What follows belongs to an exercise in optimizing a design on an open flow for small area; a production flow would make more cautious choices.
Where RTL was checked, it was by simulation tests only, not by an equivalence proof against the original.
The clock port is modelled as an ideal driver; clocking choices that lean on that would not hold on a real chip.
Power figures rest on the tool's default switching activity, not on a simulated workload.

Setup of north:
## ahb_convolver
module ahb_convolver (
  input  logic       tb_clk,
  input  logic       reset,
  input  logic       hsel,
  input  logic [4-1:0]  haddr,
  input  logic [1:0] htrans,
  input  logic       hwrite,
  input  logic [16-1:0]  hwdata,
  output logic [16-1:0]  hrdata,
  output logic       hresp
);
export LEC_CHECK = 0
export CAP_MARGIN = 20
export CORE_MARGIN = 2
export CORE_UTILIZATION = 65
export SLEW_MARGIN = 20
export SYNTH_HIERARCHICAL = 1
create_clock -name core_clock -period 6.0 [get_ports {tb_clk}]
standard.sh (not shown) runs the stock make flow with config.mk's settings and CLKGATE_MAP_FILE= SYNTH_SCRIPT=/design/flow/synth_recipe.tcl, a recipe that flattens the netlist after the stock synthesis.
==> flow/flow/run.sh <==
#!/bin/bash
set -euo pipefail
export BUFFER_PORTS_ARGS="-buffer_cell sky130_fd_sc_hd__buf_1"
export CTS_ARGS="-sink_clustering_enable -repair_clock_nets -dont_use_dummy_load -buf_list sky130_fd_sc_hd__clkbuf_8 -sink_clustering_size 16 -sink_clustering_max_diameter 100"
bash standard.sh > standard.log 2>&1
### north -> south
-- flow/design.v --
<<< north, line 3
  input  logic [35:0] kernel,
  input  logic [35:0] samples,
  output logic [12:0] part_n
);
  logic pp0_00;
>>> south, line 3
  input  logic [35:0] kernel,
  input  logic [35:0] samples,
  output logic [14:0] part_n
);
  logic pp0_00;
<<< north, line 413
  logic fs131;
  logic fc131;
  logic fs132;
  logic fc132;
  logic fs133;
  logic fc133;
  assign pp0_00 = ~(kernel[0] & samples[0]);
  assign pp0_01 = ~(kernel[0] & samples[1]);
>>> south, line 413
  logic fs131;
  logic fc131;
  assign pp0_00 = ~(kernel[0] & samples[0]);
  assign pp0_01 = ~(kernel[0] & samples[1]);
<<< north, line 685
  conv_fa u_fa122 (.a(fc105), .b(fc106), .c(fs120), .s(fs122), .co(fc122));
  conv_fa u_fa123 (.a(fs121), .b(fc107), .c(fs122), .s(fs123), .co(fc123));
  conv_fa u_fa124 (.a(fc108), .b(fs123), .c(fc109), .s(fs124), .co(fc124));
  conv_fa u_fa125 (.a(fc110), .b(fc111), .c(fc112), .s(fs125), .co(fc125));
  conv_fa u_fa126 (.a(fc113), .b(fc114), .c(fc115), .s(fs126), .co(fc126));
  conv_fa u_fa127 (.a(fs125), .b(fc116), .c(fc117), .s(fs127), .co(fc127));
  conv_fa u_fa128 (.a(fs126), .b(fc118), .c(fc119), .s(fs128), .co(fc128));
  conv_fa u_fa129 (.a(fs127), .b(fc120), .c(fc121), .s(fs129), .co(fc129));
  conv_fa u_fa130 (.a(fs128), .b(fc122), .c(fs129), .s(fs130), .co(fc130));
  conv_fa u_fa131 (.a(fc123), .b(fs130), .c(fc124), .s(fs131), .co(fc131));
  conv_fa u_fa132 (.a(fc125), .b(fc126), .c(fc127), .s(fs132), .co(fc132));
  conv_fa u_fa133 (.a(fc128), .b(fs132), .c(fc129), .s(fs133), .co(fc133));
  assign part_n = {fc133, fc132, fc131, fs133, fc130, fs131, fs124, fs109, hs87, fs60, hs33, hs14, fs3};
endmodule
module mac_stage2 (
  input  logic [12:0] part_n,
  output logic [10:0] sum_n
);
  logic fs134;
  logic fc134;
  logic fs135;
  logic fc135;
  conv_fa u_fa134 (.a(part_n[10]), .b(part_n[8]), .c(part_n[9]), .s(fs134), .co(fc134));
  conv_fa u_fa135 (.a(part_n[11]), .b(part_n[12]), .c(fc134), .s(fs135), .co(fc135));
  assign sum_n = {fc135, fs135, fs134, part_n[7], part_n[6], part_n[5], part_n[4], part_n[3], part_n[2], part_n[1], part_n[0]};
endmodule
module conv_fa (
>>> south, line 681
  conv_fa u_fa122 (.a(fc105), .b(fc106), .c(fs120), .s(fs122), .co(fc122));
  conv_fa u_fa123 (.a(fs121), .b(fc107), .c(fs122), .s(fs123), .co(fc123));
  conv_fa u_fa124 (.a(fc110), .b(fc111), .c(fc112), .s(fs124), .co(fc124));
  conv_fa u_fa125 (.a(fc113), .b(fc114), .c(fc115), .s(fs125), .co(fc125));
  conv_fa u_fa126 (.a(fs124), .b(fc116), .c(fc117), .s(fs126), .co(fc126));
  conv_fa u_fa127 (.a(fs125), .b(fc118), .c(fc119), .s(fs127), .co(fc127));
  conv_fa u_fa128 (.a(fs126), .b(fc120), .c(fc121), .s(fs128), .co(fc128));
  conv_fa u_fa129 (.a(fs127), .b(fc122), .c(fs128), .s(fs129), .co(fc129));
  conv_fa u_fa130 (.a(fc124), .b(fc125), .c(fc126), .s(fs130), .co(fc130));
  conv_fa u_fa131 (.a(fc127), .b(fs130), .c(fc128), .s(fs131), .co(fc131));
  assign part_n = {fc131, fc130, fs131, fc129, fs129, fc123, fc109, fs123, fc108, fs109, hs87, fs60, hs33, hs14, fs3};
endmodule
module mac_stage2 (
  input  logic [14:0] part_n,
  output logic [10:0] sum_n
);
  logic fs132;
  logic fc132;
  logic fs133;
  logic fc133;
  logic fs134;
  logic fc134;
  logic fs135;
  logic fc135;
  conv_fa u_fa132 (.a(part_n[6]), .b(part_n[7]), .c(part_n[8]), .s(fs132), .co(fc132));
  conv_fa u_fa133 (.a(part_n[10]), .b(part_n[9]), .c(fc132), .s(fs133), .co(fc133));
  conv_fa u_fa134 (.a(part_n[11]), .b(part_n[12]), .c(fc133), .s(fs134), .co(fc134));
  conv_fa u_fa135 (.a(part_n[13]), .b(part_n[14]), .c(fc134), .s(fs135), .co(fc135));
  assign sum_n = {fc135, fs135, fs134, fs133, fs132, part_n[5], part_n[4], part_n[3], part_n[2], part_n[1], part_n[0]};
endmodule
module conv_fa (
<<< north, line 820
    if (load_sample) window <= {sample_stage, window[23:12]};
  end
  logic [12:0] part_n;
  logic [12:0] part_q;
  logic [10:0] sum_n;
  logic [10:0] res_q [1:2];
>>> south, line 820
    if (load_sample) window <= {sample_stage, window[23:12]};
  end
  logic [14:0] part_n;
  logic [14:0] part_q;
  logic [10:0] sum_n;
  logic [10:0] res_q [1:2];
[summary]
- Comparing south with north, the final area came out essentially unchanged.
- north -> south: wire length reported by the detailed router increased by a few percent
- Combinational share of power | south below north
- From north to south the numbers moved as follows: wire length on met1 now sits higher; number of cells produced by synthesis now sits lower; minimum clock period now sits lower.
- Of the two values seen for timing startpoint of the critical path, sample_stage[1] was produced by north and sample_stage[0] by south.
- part_q[5] as the worst setup path endpoint was reported by south, and part_q[7] by north.
- north has a lower global-route wire length before repair than south.
- Per the comparison of south with north, cell count held, synthesized area divided by synthesized cell count +0.77%.
Only the layout flow was run in north; the RTL was not checked for function there.

---

Another version of the RTL of ahb_convolver (not shown whole).
For scale: about 1,100 cells after synthesis, roughly 16,000 um^2 of cells after synthesis.
==> module ahb_convolver, before the edit <==
module ahb_convolver (
  input  logic       tb_clk,
  input  logic       reset,
  input  logic       hsel,
  input  logic [4-1:0]  haddr,
  input  logic [1:0] htrans,
  input  logic       hwrite,
  input  logic [16-1:0]  hwdata,
  output logic [16-1:0]  hrdata,
  output logic       hresp
);
  logic        accept;
  logic        addr_error;
  logic        pop;
  logic [11:0] read_mux;
  logic [11:0] rdata_q;
  logic [2:0]  wr_sel;
  logic [35:0] coeff_stage;
  logic [11:0] sample_stage;
  logic        load_coeff;
  logic        load_sample;
  logic        busy;
  logic        empty;
  logic        overflow;
  logic [10:0] rd_data;
  assign accept = hsel && htrans[1];
  always_comb begin
    case (haddr)
      4'd0, 4'd2: addr_error = hwrite;
      4'd4, 4'd6, 4'd8, 4'd10, 4'd12: addr_error = 1'b0;
      default: addr_error = 1'b1;
    endcase
  end
  assign pop = accept && !hwrite && (haddr == 4'd2);
  always_comb begin
    case (haddr[3:1])
      3'd0: read_mux = {9'd0, overflow, !empty, busy};
      3'd1: read_mux = {1'b0, rd_data};
      3'd2: read_mux = sample_stage;
      3'd3: read_mux = coeff_stage[11:0];
      3'd4: read_mux = coeff_stage[23:12];
      3'd5: read_mux = coeff_stage[35:24];
      default: read_mux = '0;
    endcase
  end
  always_ff @(posedge tb_clk) begin
    if (reset) begin
      hresp <= 1'b0;
      rdata_q <= '0;
      wr_sel <= '0;
    end else begin
      hresp <= accept && addr_error;
      rdata_q <= (accept && !hwrite && !addr_error) ? read_mux : '0;
      wr_sel <= (accept && hwrite && !addr_error) ? haddr[3:1] : 3'd0;
    end
  end
  assign hrdata = {4'd0, rdata_q};
  logic [11:0] stage_data;
  assign stage_data = hwdata[11:0] & {12{!reset}};
  always_ff @(posedge tb_clk) begin
    if (reset || wr_sel == 3'd2) sample_stage <= stage_data;
    if (reset || wr_sel == 3'd3) coeff_stage[11:0] <= stage_data;
    if (reset || wr_sel == 3'd4) coeff_stage[23:12] <= stage_data;
    if (reset || wr_sel == 3'd5) coeff_stage[35:24] <= stage_data;
  end
  always_ff @(posedge tb_clk) begin
    if (reset) begin
      load_coeff <= 1'b0;
      load_sample <= 1'b0;
    end else begin
      load_coeff <= (wr_sel == 3'd6) && hwdata[0];
      load_sample <= (wr_sel == 3'd6) && hwdata[1] && !hwdata[0];
    end
  end
  logic [35:0] kernel;
  logic        kernel_clear;
  logic [23:0] window;
  logic [1:0]  fill_q;
  always_ff @(posedge tb_clk) begin
    if (reset) begin
      kernel_clear <= 1'b1;
    end else if (load_coeff) begin
      kernel_clear <= 1'b0;
    end
  end
  always_ff @(posedge tb_clk) begin
    if (load_coeff) kernel <= coeff_stage;
  end
  always_ff @(posedge tb_clk) begin
    if (load_sample) window <= {sample_stage, window[23:12]};
  end
  logic [12:0] part_n;
  logic [12:0] part_q;
  logic [10:0] sum_n;
  logic [10:0] res_q;
  logic [2:0]  vld_q;
  logic        push;
  mac_stage1 i_mac_stage1 (
    .kernel  (kernel),
    .samples ({sample_stage, window}),
    .part_n  (part_n)
  );
  mac_stage2 i_mac_stage2 (
    .part_n  (part_q),
    .sum_n   (sum_n)
  );
  always_ff @(posedge tb_clk) begin
    part_q <= part_n;
    res_q <= ~sum_n & {11{!kernel_clear}};
  end
  always_ff @(posedge tb_clk) begin
    if (reset) begin
      fill_q <= '0;
      vld_q <= '0;
    end else begin
      if (load_sample && !fill_q[1]) fill_q <= fill_q + 2'd1;
      vld_q <= {vld_q[1:0], load_sample && fill_q[1]};
    end
  end
  assign push = vld_q[2];
  assign busy = (|vld_q) || load_coeff || load_sample;
  logic [15:0][10:0] mem;
  logic [4:0]  wr_ptr;
  logic [4:0]  rd_ptr;
  logic [4:0]  wr_ptr_d;
  logic        do_pop;
  logic        fits;
  logic        fits_q;
  assign empty = (wr_ptr == rd_ptr);
  assign do_pop = pop && !empty;
  assign wr_ptr_d = wr_ptr + 5'(fits_q);
  assign fits = !((wr_ptr_d == {~rd_ptr[4], rd_ptr[3:0]}) && !do_pop);
  always_ff @(posedge tb_clk) begin
    for (int i = 0; i < 16; i++) begin
      if (vld_q[1] && fits && wr_ptr_d[3:0] == 4'(i)) mem[i] <= res_q;
    end
  end
  always_ff @(posedge tb_clk) begin
    if (reset) begin
      wr_ptr <= '0;
      rd_ptr <= '0;
      fits_q <= 1'b0;
      overflow <= 1'b0;
    end else begin
      wr_ptr <= wr_ptr_d;
      if (do_pop) rd_ptr <= rd_ptr + 5'd1;
      fits_q <= vld_q[1] && fits;
      if (push && !fits_q) overflow <= 1'b1;
    end
  end
  always_comb begin
    rd_data = '0;
    for (int i = 0; i < 16; i++) begin
      rd_data = rd_data | (mem[i] & {11{rd_ptr[3:0] == 4'(i) && !empty}});
    end
  end
endmodule
export LEC_CHECK = 0
export CAP_MARGIN = 20
export CORE_MARGIN = 2
export CORE_UTILIZATION = 65
export SLEW_MARGIN = 20
export SYNTH_HIERARCHICAL = 1
create_clock -name core_clock -period 6.0 [get_ports {tb_clk}]
==> flow/flow/run.sh <==
#!/bin/bash
set -euo pipefail
export BUFFER_PORTS_ARGS="-buffer_cell sky130_fd_sc_hd__buf_1"
export CTS_ARGS="-sink_clustering_enable -repair_clock_nets -dont_use_dummy_load -buf_list sky130_fd_sc_hd__clkbuf_4 -sink_clustering_size 10 -sink_clustering_max_diameter 60"
export RECOVER_POWER=100
export POST_CTS_TCL="$(pwd)/flow/post_cts.tcl"
export POST_GLOBAL_ROUTE_TCL="$(pwd)/flow/post_grt.tcl"
bash standard.sh > standard.log 2>&1
==> flow/flow/post_cts.tcl <==
# Runs at the end of ORFS's CTS step (POST_CTS_TCL), before global routing.
# Synthesis maps for speed and leaves cells stronger than the design needs;
# this swaps every logic cell of drive strength 2 or more for its drive-1
# version (same function), then lets the resizer fix max slew, capacitance
# and setup again, and legalizes. Flip-flops, the clock tree and the port
# buffers are left alone.
set db [ord::get_db]
set block [ord::get_db_block]
set swapped 0
foreach inst [$block getInsts] {
  set iname [$inst getName]
  if { [string match "clkbuf_*" $iname] || [string match "clkload*" $iname]
       || [string match "input*" $iname] || [string match "output*" $iname] } {
    continue
  }
  set mname [[$inst getMaster] getName]
  if { ![regexp {^(sky130_fd_sc_hd__[a-z0-9]+)_([0-9]+)$} $mname -> base drive] } {
    continue
  }
  if { $drive < 2 || [regexp {df|dl|tap|fill|decap|conb|clk} $base] } {
    continue
  }
  set small "${base}_1"
  if { [$db findMaster $small] == "NULL" } {
    continue
  }
  replace_cell $iname $small
  incr swapped
}
puts "Downsized $swapped cells to drive strength 1"

log_cmd estimate_parasitics -placement
repair_design_helper
repair_timing_helper -setup
log_cmd detailed_placement
check_placement -verbose
==> flow/flow/post_grt.tcl <==
# Runs at the end of ORFS's global route step (POST_GLOBAL_ROUTE_TCL), after
# power recovery has downsized cells off the critical paths. Downsizing does
# not look at max slew or capacitance, so repair those again, legalize, and
# rewrite the route guides for the nets that changed.
log_cmd global_route -start_incremental
repair_design_helper
log_cmd detailed_placement
log_cmd global_route -end_incremental
log_cmd estimate_parasitics -global_routing
write_guides $::env(RESULTS_DIR)/route.guide
Change:
--- a/flow/design.v
+++ b/flow/design.v
@@ -727,8 +727,16 @@
   assign s_n = ~(a_n ^ b_n);
   assign co_n = a_n | b_n;
 endmodule
 `timescale 1ns/1ns
+module fifo_read_bit (
+  input  logic [15:0] d,
+  input  logic [15:0] s,
+  output logic        y
+);
+  assign y = |(d & s);
+endmodule
+`timescale 1ns/1ns
 module ahb_convolver (
   input  logic       tb_clk,
   input  logic       reset,
   input  logic       hsel,
@@ -877,11 +885,20 @@
       fits_q <= vld_q[1] && fits;
       if (push && !fits_q) overflow <= 1'b1;
     end
   end
+  logic [15:0] head_sel;
+  logic [10:0][15:0] mem_bits;
   always_comb begin
-    rd_data = '0;
-    for (int i = 0; i < 16; i++) begin
-      rd_data = rd_data | (mem[i] & {11{rd_ptr[3:0] == 4'(i) && !empty}});
+    for (int i = 0; i < 16; i++) head_sel[i] = (rd_ptr[3:0] == 4'(i)) && !empty;
+    for (int b = 0; b < 11; b++) begin
+      for (int i = 0; i < 16; i++) mem_bits[b][i] = mem[i][b];
     end
   end
+  for (genvar b = 0; b < 11; b++) begin : g_head
+    fifo_read_bit u_bit (
+      .d (mem_bits[b]),
+      .s (head_sel),
+      .y (rd_data[b])
+    );
+  end
 endmodule
The changed run finished with timing, DRC and antenna clean.
Final area is lower slightly.
Cell count is lower by a few percent.
Setup slack gains 0.10 ns.
Hold slack gets better by 0.030 ns.
Global-route usage decreases by 0.37 points.
Area after synthesis is about the same.
Sequential power hardly moves.
First-iteration DRC count went down by a quarter to a third.

---

ahb_convolver, a different RTL version from the one above (not shown whole).
Size in the first run: roughly 43 I/O pins, ~16000 um^2 of cells after synthesis.
==> module ahb_convolver, before the edit <==
module ahb_convolver (
  input  logic       tb_clk,
  input  logic       reset,
  input  logic       hsel,
  input  logic [4-1:0]  haddr,
  input  logic [1:0] htrans,
  input  logic       hwrite,
  input  logic [16-1:0]  hwdata,
  output logic [16-1:0]  hrdata,
  output logic       hresp
);
  logic        accept;
  logic        addr_error;
  logic        pop;
  logic [11:0] read_mux;
  logic [11:0] rdata_q;
  logic [2:0]  wr_sel;
  logic [35:0] coeff_stage;
  logic [11:0] sample_stage;
  logic        load_coeff;
  logic        load_sample;
  logic        busy;
  logic        empty;
  logic        overflow;
  logic [10:0] rd_data;
  assign accept = hsel && htrans[1];
  always_comb begin
    case (haddr)
      4'd0, 4'd2: addr_error = hwrite;
      4'd4, 4'd6, 4'd8, 4'd10, 4'd12: addr_error = 1'b0;
      default: addr_error = 1'b1;
    endcase
  end
  assign pop = accept && !hwrite && (haddr == 4'd2);
  always_comb begin
    case (haddr[3:1])
      3'd0: read_mux = {9'd0, overflow, !empty, busy};
      3'd1: read_mux = {1'b0, rd_data};
      3'd2: read_mux = sample_stage;
      3'd3: read_mux = coeff_stage[11:0];
      3'd4: read_mux = coeff_stage[23:12];
      3'd5: read_mux = coeff_stage[35:24];
      default: read_mux = '0;
    endcase
  end
  always_ff @(posedge tb_clk) begin
    if (reset) begin
      hresp <= 1'b0;
      rdata_q <= '0;
      wr_sel <= '0;
    end else begin
      hresp <= accept && addr_error;
      rdata_q <= (accept && !hwrite && !addr_error) ? read_mux : '0;
      wr_sel <= (accept && hwrite && !addr_error) ? haddr[3:1] : 3'd0;
    end
  end
  assign hrdata = {4'd0, rdata_q};
  logic [11:0] stage_data;
  assign stage_data = hwdata[11:0] & {12{!reset}};
  always_ff @(posedge tb_clk) begin
    if (reset || wr_sel == 3'd2) sample_stage <= stage_data;
    if (reset || wr_sel == 3'd3) coeff_stage[11:0] <= stage_data;
    if (reset || wr_sel == 3'd4) coeff_stage[23:12] <= stage_data;
    if (reset || wr_sel == 3'd5) coeff_stage[35:24] <= stage_data;
  end
  always_ff @(posedge tb_clk) begin
    if (reset) begin
      load_coeff <= 1'b0;
      load_sample <= 1'b0;
    end else begin
      load_coeff <= (wr_sel == 3'd6) && hwdata[0];
      load_sample <= (wr_sel == 3'd6) && hwdata[1] && !hwdata[0];
    end
  end
  logic [35:0] kernel;
  logic        kernel_clear;
  logic [23:0] window;
  logic [1:0]  fill_q;
  always_ff @(posedge tb_clk) begin
    if (reset) begin
      kernel_clear <= 1'b1;
    end else if (load_coeff) begin
      kernel_clear <= 1'b0;
    end
  end
  always_ff @(posedge tb_clk) begin
    if (load_coeff) kernel <= coeff_stage;
  end
  always_ff @(posedge tb_clk) begin
    if (load_sample) window <= {sample_stage, window[23:12]};
  end
  logic [14:0] part_n;
  logic [14:0] part_q;
  logic [10:0] sum_n;
  logic [10:0] res_q;
  logic [2:0]  vld_q;
  logic        push;
  mac_stage1 i_mac_stage1 (
    .kernel  (kernel),
    .samples ({sample_stage, window}),
    .part_n  (part_n)
  );
  mac_stage2 i_mac_stage2 (
    .part_n  (part_q),
    .sum_n   (sum_n)
  );
  always_ff @(posedge tb_clk) begin
    part_q <= part_n;
    res_q <= ~sum_n & {11{!kernel_clear}};
  end
  always_ff @(posedge tb_clk) begin
    if (reset) begin
      fill_q <= '0;
      vld_q <= '0;
    end else begin
      if (load_sample && !fill_q[1]) fill_q <= fill_q + 2'd1;
      vld_q <= {vld_q[1:0], load_sample && fill_q[1]};
    end
  end
  assign push = vld_q[2];
  assign busy = (|vld_q) || load_coeff || load_sample;
  logic [15:0][10:0] mem;
  logic [4:0]  wr_ptr;
  logic [4:0]  rd_ptr;
  logic [4:0]  wr_ptr_d;
  logic [4:0]  rd_ptr_d;
  logic        full;
  logic        full_d;
  logic        do_push;
  logic        do_pop;
  assign empty = (wr_ptr == rd_ptr);
  assign full = (wr_ptr == {~rd_ptr[4], rd_ptr[3:0]});
  assign do_push = push && !full;
  assign do_pop = pop && !empty;
  assign wr_ptr_d = wr_ptr + 5'(do_push);
  assign rd_ptr_d = rd_ptr + 5'(do_pop);
  assign full_d = (wr_ptr_d == {~rd_ptr[4], rd_ptr[3:0]}) && !do_pop;
  always_ff @(posedge tb_clk) begin
    for (int i = 0; i < 16; i++) begin
      if (vld_q[1] && !full_d && wr_ptr_d[3:0] == 4'(i)) mem[i] <= res_q;
    end
  end
  always_ff @(posedge tb_clk) begin
    if (reset) begin
      wr_ptr <= '0;
      rd_ptr <= '0;
      overflow <= 1'b0;
    end else begin
      wr_ptr <= wr_ptr_d;
      rd_ptr <= rd_ptr_d;
      if (push && full) overflow <= 1'b1;
    end
  end
  always_comb begin
    rd_data = '0;
    for (int i = 0; i < 16; i++) begin
      rd_data = rd_data | (mem[i] & {11{rd_ptr[3:0] == 4'(i) && !empty}});
    end
  end
endmodule
Settings: LEC_CHECK=0, CAP_MARGIN=0, CORE_MARGIN=2, CORE_UTILIZATION=65, SLEW_MARGIN=0, SYNTH_HIERARCHICAL=1; clock period 6.0 ns.
==> flow/flow/run.sh <==
#!/bin/bash
set -euo pipefail
export BUFFER_PORTS_ARGS="-buffer_cell sky130_fd_sc_hd__buf_1"
export CTS_ARGS="-sink_clustering_enable -repair_clock_nets -dont_use_dummy_load -buf_list sky130_fd_sc_hd__clkbuf_8 -sink_clustering_size 16 -sink_clustering_max_diameter 100"
bash standard.sh > standard.log 2>&1
Edit:
--- a/flow/design.v
+++ b/flow/design.v
@@ -821,9 +821,9 @@
   end
   logic [14:0] part_n;
   logic [14:0] part_q;
   logic [10:0] sum_n;
-  logic [10:0] res_q;
+  logic [10:0] res_q [1:2];
   logic [2:0]  vld_q;
   logic        push;
   mac_stage1 i_mac_stage1 (
     .kernel  (kernel),
@@ -835,9 +835,10 @@
     .sum_n   (sum_n)
   );
   always_ff @(posedge tb_clk) begin
     part_q <= part_n;
-    res_q <= ~sum_n & {11{!kernel_clear}};
+    res_q[1] <= ~sum_n & {11{!kernel_clear}};
+    res_q[2] <= res_q[1];
   end
   always_ff @(posedge tb_clk) begin
     if (reset) begin
       fill_q <= '0;
@@ -851,34 +852,24 @@
   assign busy = (|vld_q) || load_coeff || load_sample;
   logic [15:0][10:0] mem;
   logic [4:0]  wr_ptr;
   logic [4:0]  rd_ptr;
-  logic [4:0]  wr_ptr_d;
-  logic [4:0]  rd_ptr_d;
   logic        full;
-  logic        full_d;
-  logic        do_push;
-  logic        do_pop;
   assign empty = (wr_ptr == rd_ptr);
   assign full = (wr_ptr == {~rd_ptr[4], rd_ptr[3:0]});
-  assign do_push = push && !full;
-  assign do_pop = pop && !empty;
-  assign wr_ptr_d = wr_ptr + 5'(do_push);
-  assign rd_ptr_d = rd_ptr + 5'(do_pop);
-  assign full_d = (wr_ptr_d == {~rd_ptr[4], rd_ptr[3:0]}) && !do_pop;
   always_ff @(posedge tb_clk) begin
     for (int i = 0; i < 16; i++) begin
-      if (vld_q[1] && !full_d && wr_ptr_d[3:0] == 4'(i)) mem[i] <= res_q;
+      if (push && !full && wr_ptr[3:0] == 4'(i)) mem[i] <= res_q[2];
     end
   end
   always_ff @(posedge tb_clk) begin
     if (reset) begin
       wr_ptr <= '0;
       rd_ptr <= '0;
       overflow <= 1'b0;
     end else begin
-      wr_ptr <= wr_ptr_d;
-      rd_ptr <= rd_ptr_d;
+      if (push && !full) wr_ptr <= wr_ptr + 5'd1;
+      if (pop && !empty) rd_ptr <= rd_ptr + 5'd1;
       if (push && full) overflow <= 1'b1;
     end
   end
   always_comb begin
Outcome:
- The changed run finished with timing, DRC and antenna clean
- worst setup slack degrades by 0.015 ns
- routed wire length goes up by 0.73%
- total power increases by 4.9%
- non-clock buffer count went up by 2
- cell count fell by 1.7%
- sequential share of layout area is higher by 2.0 points
- via count shrinks by 1.2%
- flip-flop and latch count rises by 11
- worst hold slack is worse by 0.089 ns
- clock power climbs by about 4%
- clock-buffer cell count went up by 1
- cell area is lower by 1.2%
- synthesized cell count is lower by 2.6%
- core utilization climbs by 1.0 points
No functional check of the RTL was part of the first run of this note.

-- port drivers added, routing unchanged --
How much do the figures lean on ideal ports? The routed layouts below were timed once more, with nothing changed but the port constraints. Step 1 sets driving cells, clkbuf_16 on the clock port and buf_2 on the other inputs (assumed; they add their load-dependent delay and slew). Step 2 adds t to the input delays and takes it off the output delays; t is the mean of the earliest and latest rising clock arrival at the registers after step 1. Input paths then give back, and output paths get back, about the clock's delay inside the block. Slacks: ideal / step 1 / step 2; pairs: ideal / step 1.
run	shift t [ns]	setup WS [ns]	clock arrival spread, ns
north	0.596	0.662 / 0.662 / 0.662	0.078 / 0.079
south	0.610	1.460 / 1.460 / 1.460	0.074 / 0.074
the first run of note 2	0.670	0.523 / 0.523 / 0.367	0.065 / 0.066
the second run of note 2	0.682	0.625 / 0.625 / 0.625	0.084 / 0.084
the first run of note 3	0.601	1.442 / 1.442 / 1.442	0.056 / 0.056
the second run of note 3	0.614	1.427 / 1.427 / 1.427	0.082 / 0.082
After both steps setup and hold are still met in every run listed. For the first run of note 2, which loses most, drivers alone change the setup slack by 0.000 ns; drivers and shift together by -0.156 ns.
